What follows belongs to an exercise in optimizing a design on an open flow for small area; a production flow would make more cautious choices. Power figures rest on the tool's default switching activity, not on a simulated workload.

==> inputs of job 1935 <==
==> flow/design.v <==
`timescale 1ns/1ns
`default_nettype none
module cycle_motion (
	input  wire       Clk,
	input  wire       rst,
	input  wire       step,
	input  wire [1:0] blue_turn,
	input  wire [1:0] red_turn,
	input  wire       playing,
	input  wire       round_reset,
	output reg        heads_step,
	output reg  [7:0] blue_head,
	output reg  [7:0] red_head
);
	localparam [1:0] DIR_NORTH = 2'd0;
	localparam [1:0] DIR_EAST = 2'd1;
	localparam [1:0] DIR_SOUTH = 2'd2;
	localparam [1:0] DIR_WEST = 2'd3;
	localparam [1:0] TURN_LEFT = 2'd1;
	localparam [1:0] TURN_RIGHT = 2'd2;
	localparam [7:0] BLUE_START = 8'h82;
	localparam [7:0] RED_START = 8'h8D;
	localparam [1:0] BLUE_START_DIR = DIR_EAST;
	localparam [1:0] RED_START_DIR = DIR_WEST;
	reg  [1:0] blue_dir;
	reg  [1:0] red_dir;
	wire [1:0] blue_dir_next;
	wire [1:0] red_dir_next;
	wire [7:0] blue_adv;
	wire [7:0] red_adv;
	assign blue_dir_next = (blue_turn == TURN_LEFT) ? blue_dir - 2'd1 :
	                       (blue_turn == TURN_RIGHT) ? blue_dir + 2'd1 : blue_dir;
	assign red_dir_next = (red_turn == TURN_LEFT) ? red_dir - 2'd1 :
	                      (red_turn == TURN_RIGHT) ? red_dir + 2'd1 : red_dir;
	assign blue_adv = (blue_dir_next == DIR_NORTH) ? {blue_head[7:4] - 4'd1, blue_head[3:0]} :
	                  (blue_dir_next == DIR_SOUTH) ? {blue_head[7:4] + 4'd1, blue_head[3:0]} :
	                  (blue_dir_next == DIR_EAST) ? {blue_head[7:4], blue_head[3:0] + 4'd1} :
	                  {blue_head[7:4], blue_head[3:0] - 4'd1};
	assign red_adv = (red_dir_next == DIR_NORTH) ? {red_head[7:4] - 4'd1, red_head[3:0]} :
	                 (red_dir_next == DIR_SOUTH) ? {red_head[7:4] + 4'd1, red_head[3:0]} :
	                 (red_dir_next == DIR_EAST) ? {red_head[7:4], red_head[3:0] + 4'd1} :
	                 {red_head[7:4], red_head[3:0] - 4'd1};
	always @(posedge Clk)
	begin
		if (rst || round_reset)
		begin
			blue_dir <= BLUE_START_DIR;
			red_dir <= RED_START_DIR;
			blue_head <= BLUE_START;
			red_head <= RED_START;
			heads_step <= 1'b0;
		end
		else
		begin
			heads_step <= 1'b0;
			if (step && playing)
			begin
				blue_dir <= blue_dir_next;
				red_dir <= red_dir_next;
				blue_head <= blue_adv;
				red_head <= red_adv;
				heads_step <= 1'b1;
			end
		end
	end
endmodule
`default_nettype wire
`timescale 1ns/1ns
`default_nettype none
module trail_collision (
	input  wire       Clk,
	input  wire       rst,
	input  wire       heads_step,
	input  wire [7:0] blue_head,
	input  wire [7:0] red_head,
	input  wire       round_reset,
	output reg        outcome,
	output reg        blue_crash,
	output reg        red_crash
);
	localparam integer GRID_DIM = 16;
	localparam integer CELLS = GRID_DIM * GRID_DIM;
	localparam [7:0] BLUE_START = 8'h82;
	localparam [7:0] RED_START = 8'h8D;
	reg [CELLS-1:0] occupied;
	wire blue_border;
	wire red_border;
	wire blue_hit;
	wire red_hit;
	wire heads_meet;
	assign blue_border = (blue_head[7:4] == 4'd0) || (blue_head[7:4] == 4'd15) ||
	                     (blue_head[3:0] == 4'd0) || (blue_head[3:0] == 4'd15);
	assign red_border = (red_head[7:4] == 4'd0) || (red_head[7:4] == 4'd15) ||
	                    (red_head[3:0] == 4'd0) || (red_head[3:0] == 4'd15);
	assign heads_meet = (blue_head == red_head);
	assign blue_hit = blue_border || occupied[blue_head] || heads_meet;
	assign red_hit = red_border || occupied[red_head] || heads_meet;
	always @(posedge Clk)
	begin
		if (rst)
		begin
			occupied <= {CELLS{1'b0}};
			outcome <= 1'b0;
		end
		else if (round_reset)
		begin
			occupied <= {CELLS{1'b0}};
			occupied[BLUE_START] <= 1'b1;
			occupied[RED_START] <= 1'b1;
			outcome <= 1'b0;
		end
		else
		begin
			outcome <= heads_step;
			if (heads_step)
			begin
				occupied[blue_head] <= 1'b1;
				occupied[red_head] <= 1'b1;
			end
		end
	end
	always @(posedge Clk)
	begin
		if (heads_step)
		begin
			blue_crash <= blue_hit;
			red_crash <= red_hit;
		end
	end
endmodule
`default_nettype wire
`timescale 1ns/1ns
`default_nettype none
module match_score (
	input  wire       Clk,
	input  wire       rst,
	input  wire       start,
	input  wire       outcome,
	input  wire       blue_crash,
	input  wire       red_crash,
	output reg  [1:0] score_blue,
	output reg  [1:0] score_red,
	output reg        round_over,
	output reg        round_reset,
	output wire       playing,
	output reg        blue_wins,
	output reg        red_wins
);
	localparam [1:0] MATCH_IDLE = 2'd0;
	localparam [1:0] MATCH_PLAYING = 2'd1;
	localparam [1:0] MATCH_WON = 2'd2;
	localparam [1:0] WIN_POINTS = 2'd3;
	reg  [1:0] state;
	wire       any_crash;
	wire [1:0] blue_next;
	wire [1:0] red_next;
	assign any_crash = blue_crash || red_crash;
	assign blue_next = score_blue + 2'd1;
	assign red_next = score_red + 2'd1;
	assign playing = (state == MATCH_PLAYING);
	always @(posedge Clk)
	begin
		if (rst)
		begin
			state <= MATCH_IDLE;
			score_blue <= 2'd0;
			score_red <= 2'd0;
			round_over <= 1'b0;
			round_reset <= 1'b0;
			blue_wins <= 1'b0;
			red_wins <= 1'b0;
		end
		else
		begin
			round_over <= 1'b0;
			round_reset <= 1'b0;
			case (state)
				MATCH_PLAYING:
				begin
					if (outcome && any_crash)
					begin
						round_over <= 1'b1;
						if (red_crash && !blue_crash)
						begin
							score_blue <= blue_next;
							if (blue_next == WIN_POINTS)
							begin
								state <= MATCH_WON;
								blue_wins <= 1'b1;
							end
							else
								round_reset <= 1'b1;
						end
						else if (blue_crash && !red_crash)
						begin
							score_red <= red_next;
							if (red_next == WIN_POINTS)
							begin
								state <= MATCH_WON;
								red_wins <= 1'b1;
							end
							else
								round_reset <= 1'b1;
						end
						else
							round_reset <= 1'b1;
					end
				end
				default:
				begin
					if (start)
					begin
						state <= MATCH_PLAYING;
						score_blue <= 2'd0;
						score_red <= 2'd0;
						blue_wins <= 1'b0;
						red_wins <= 1'b0;
						round_reset <= 1'b1;
					end
				end
			endcase
		end
	end
endmodule
`default_nettype wire
`timescale 1ns/1ns
`default_nettype none
module light_cycle_top (
	input  wire       Clk,
	input  wire       rst,
	input  wire       step,
	input  wire       start,
	input  wire [1:0] blue_turn,
	input  wire [1:0] red_turn,
	output wire [7:0] blue_head,
	output wire [7:0] red_head,
	output wire [1:0] score_blue,
	output wire [1:0] score_red,
	output wire       round_over,
	output wire       blue_wins,
	output wire       red_wins,
	output wire       playing
);
	wire heads_step;
	wire outcome;
	wire blue_crash;
	wire red_crash;
	wire round_reset;
	cycle_motion u_motion (
		.Clk(Clk),
		.rst(rst),
		.step(step),
		.blue_turn(blue_turn),
		.red_turn(red_turn),
		.playing(playing),
		.round_reset(round_reset),
		.heads_step(heads_step),
		.blue_head(blue_head),
		.red_head(red_head)
	);
	trail_collision u_collision (
		.Clk(Clk),
		.rst(rst),
		.heads_step(heads_step),
		.blue_head(blue_head),
		.red_head(red_head),
		.round_reset(round_reset),
		.outcome(outcome),
		.blue_crash(blue_crash),
		.red_crash(red_crash)
	);
	match_score u_score (
		.Clk(Clk),
		.rst(rst),
		.start(start),
		.outcome(outcome),
		.blue_crash(blue_crash),
		.red_crash(red_crash),
		.score_blue(score_blue),
		.score_red(score_red),
		.round_over(round_over),
		.round_reset(round_reset),
		.playing(playing),
		.blue_wins(blue_wins),
		.red_wins(red_wins)
	);
endmodule
`default_nettype wire
==> flow/run.sh <==
#!/bin/bash
# synth_recipe.tcl (not shown) runs the flow's synth.tcl, then flattens the netlist and writes it again
# the make line also repeats each setting of config.mk as NAME=value (left out here)
make -C /OpenROAD-flow-scripts/flow DESIGN_CONFIG=/design/flow/config.mk WORK_HOME=/design/flow/orfs CLKGATE_MAP_FILE= SYNTH_SCRIPT=/design/flow/synth_recipe.tcl finish
==> flow/config.mk <==
export PLATFORM = sky130hd
export DESIGN_NAME = light_cycle_top
export DESIGN_NICKNAME = light_cycle_top
export VERILOG_FILES = /design/flow/design.v
export SDC_FILE = /design/flow/constraint.sdc
export NUM_CORES = 4
export LEC_CHECK = 0
export CAP_MARGIN = 20
export CORE_MARGIN = 2
export CORE_UTILIZATION = 30
export SLEW_MARGIN = 20
==> flow/constraint.sdc <==
create_clock -name core_clock -period 4.0 [get_ports {Clk}]
set_input_delay 0.8000 -clock core_clock [delete_from_list [all_inputs] [get_ports {Clk}]]
set_output_delay 0.8000 -clock core_clock [all_outputs]
set_load 0.01 [all_outputs]
==> job 9132: changes against job 1935 <==
==> flow/design.v, changed modules only <==
module trail_cell (
	input  wire Clk,
	input  wire keep,
	input  wire row_sel,
	input  wire col_sel,
	output reg  taken
);
	always @(posedge Clk)
		taken <= (taken && keep) || (row_sel && col_sel);
endmodule
module trail_row_read (
	input  wire [13:0] taken,
	input  wire [13:0] col_sel,
	output wire        hit
);
	assign hit = |(taken & col_sel);
endmodule
module trail_collision (
	input  wire       Clk,
	input  wire       heads_step,
	input  wire [7:0] blue_head,
	input  wire [7:0] red_head,
	input  wire       round_reset,
	output reg        outcome,
	output reg        blue_crash,
	output wire       red_crash
);
	localparam [7:0] BLUE_START = 8'h82;
	localparam [7:0] RED_START = 8'h8D;
	wire [7:0] addr;
	wire       border;
	wire       hit;
	reg  [15:0] row_sel;
	reg  [15:0] col_sel;
	wire [13:0] row_hit;
	assign addr = heads_step ? blue_head : red_head;
	assign border = (addr[7:4] == 4'd0) || (addr[7:4] == 4'd15) ||
	                (addr[3:0] == 4'd0) || (addr[3:0] == 4'd15);
	integer k;
	always @(*)
	begin
		for (k = 0; k < 16; k = k + 1)
		begin
			row_sel[k] = (heads_step || outcome) && (addr[7:4] == k);
			col_sel[k] = (addr[3:0] == k);
		end
	end
	genvar r, c;
	generate
		for (r = 1; r < 15; r = r + 1)
		begin : g_row
			wire [13:0] taken;
			for (c = 1; c < 15; c = c + 1)
			begin : g_col
				if (r*16+c == BLUE_START || r*16+c == RED_START)
				begin : g_start
					assign taken[c-1] = 1'b1;
				end
				else
				begin : g_cell
					trail_cell u_cell (
						.Clk(Clk),
						.keep(!round_reset),
						.row_sel(row_sel[r]),
						.col_sel(col_sel[c]),
						.taken(taken[c-1])
					);
				end
			end
			trail_row_read u_read (
				.taken(taken),
				.col_sel(col_sel[14:1]),
				.hit(row_hit[r-1])
			);
		end
	endgenerate
	assign hit = border || (|(row_hit & row_sel[14:1]));
	always @(posedge Clk)
	begin
		outcome <= heads_step;
		blue_crash <= hit || (blue_head == red_head);
	end
	assign red_crash = hit;
endmodule
module match_score (
	input  wire       Clk,
	input  wire       rst,
	input  wire       start,
	input  wire       outcome,
	input  wire       blue_crash,
	input  wire       red_crash,
	output reg  [1:0] score_blue,
	output reg  [1:0] score_red,
	output reg        round_over,
	output reg        round_reset,
	output reg        playing,
	output wire       blue_wins,
	output wire       red_wins
);
	wire [1:0] blue_next;
	wire [1:0] red_next;
	assign blue_next = score_blue + 2'd1;
	assign red_next = score_red + 2'd1;
	assign blue_wins = &score_blue;
	assign red_wins = &score_red;
	always @(posedge Clk)
	begin
		if (rst)
		begin
			playing <= 1'b0;
			score_blue <= 2'd0;
			score_red <= 2'd0;
			round_over <= 1'b0;
			round_reset <= 1'b0;
		end
		else
		begin
			round_over <= 1'b0;
			round_reset <= 1'b0;
			if (playing)
			begin
				if (outcome && (blue_crash || red_crash))
				begin
					round_over <= 1'b1;
					if (red_crash && !blue_crash)
					begin
						score_blue <= blue_next;
						if (&blue_next)
							playing <= 1'b0;
						else
							round_reset <= 1'b1;
					end
					else if (blue_crash && !red_crash)
					begin
						score_red <= red_next;
						if (&red_next)
							playing <= 1'b0;
						else
							round_reset <= 1'b1;
					end
					else
						round_reset <= 1'b1;
				end
			end
			else if (start)
			begin
				playing <= 1'b1;
				score_blue <= 2'd0;
				score_red <= 2'd0;
				round_reset <= 1'b1;
			end
		end
	end
endmodule
module light_cycle_top (
	input  wire       Clk,
	input  wire       rst,
	input  wire       step,
	input  wire       start,
	input  wire [1:0] blue_turn,
	input  wire [1:0] red_turn,
	output wire [7:0] blue_head,
	output wire [7:0] red_head,
	output wire [1:0] score_blue,
	output wire [1:0] score_red,
	output wire       round_over,
	output wire       blue_wins,
	output wire       red_wins,
	output wire       playing
);
	wire heads_step;
	wire outcome;
	wire blue_crash;
	wire red_crash;
	wire round_reset;
	cycle_motion u_motion (
		.Clk(Clk),
		.rst(rst),
		.step(step),
		.blue_turn(blue_turn),
		.red_turn(red_turn),
		.playing(playing),
		.round_reset(round_reset),
		.heads_step(heads_step),
		.blue_head(blue_head),
		.red_head(red_head)
	);
	trail_collision u_collision (
		.Clk(Clk),
		.heads_step(heads_step),
		.blue_head(blue_head),
		.red_head(red_head),
		.round_reset(round_reset),
		.outcome(outcome),
		.blue_crash(blue_crash),
		.red_crash(red_crash)
	);
	match_score u_score (
		.Clk(Clk),
		.rst(rst),
		.start(start),
		.outcome(outcome),
		.blue_crash(blue_crash),
		.red_crash(red_crash),
		.score_blue(score_blue),
		.score_red(score_red),
		.round_over(round_over),
		.round_reset(round_reset),
		.playing(playing),
		.blue_wins(blue_wins),
		.red_wins(red_wins)
	);
endmodule
CORE_UTILIZATION = 60   (was 30)
SYNTH_HIERARCHICAL = 1   (was unset)
==> summary.txt <==
In job 9132 the sequential power is smaller than in job 1935, by 23%.
Against job 9132, the register-to-register slack of job 1935 is better by 0.38 ns.
In combinational power, job 1935 is at 3.6 times the value of job 9132.
Between job 1935 and job 9132, the lower sequential share of layout area is in job 1935 (gap 15 points).
Of job 9132 and job 1935, job 1935 has the higher wire length (gap about 70%, measured against job 1935).
Between job 9132 and job 1935, the lower critical path depth is in job 1935 (gap 11).
Of job 1935 and job 9132, job 9132 has the higher global-route usage (gap 3.8 points).
Of job 1935 and job 9132, job 1935 has the higher count of clock-buffer cells in the layout (gap 21).
Between job 9132 and job 1935, the lower clock power is in job 9132 (gap about 40%, measured against job 1935).
No run of this note included a check of the RTL's function; only the layout flow was run.

-- what the ideal ports hide --
In the flow no input, the clock included, has a driving cell. The finished layouts below were timed again as built, in two steps. Step 1 assumes that a clkbuf_16 drives the clock port and a buf_2 every other input. Step 2, shift: input delay + t, output delay - t, t = (earliest + latest rising clock arrival at the registers) / 2. This alone moves slack from input paths to output paths. a / b / c = no drivers / after step 1 / after step 2; a / b = the first two.
run | t (ns) | slack for setup (ns) | clock arrival spread, ns | worst register clock-pin slew, ns
job 1935 | 0.619 | 0.493 / 0.432 / 0.599 | 0.018 / 0.019 | 0.06 / 0.06
job 9132 | 0.552 | 0.217 / 0.218 / 0.218 | 0.011 / 0.011 | 0.06 / 0.06
After both steps every run listed still meets setup and hold.
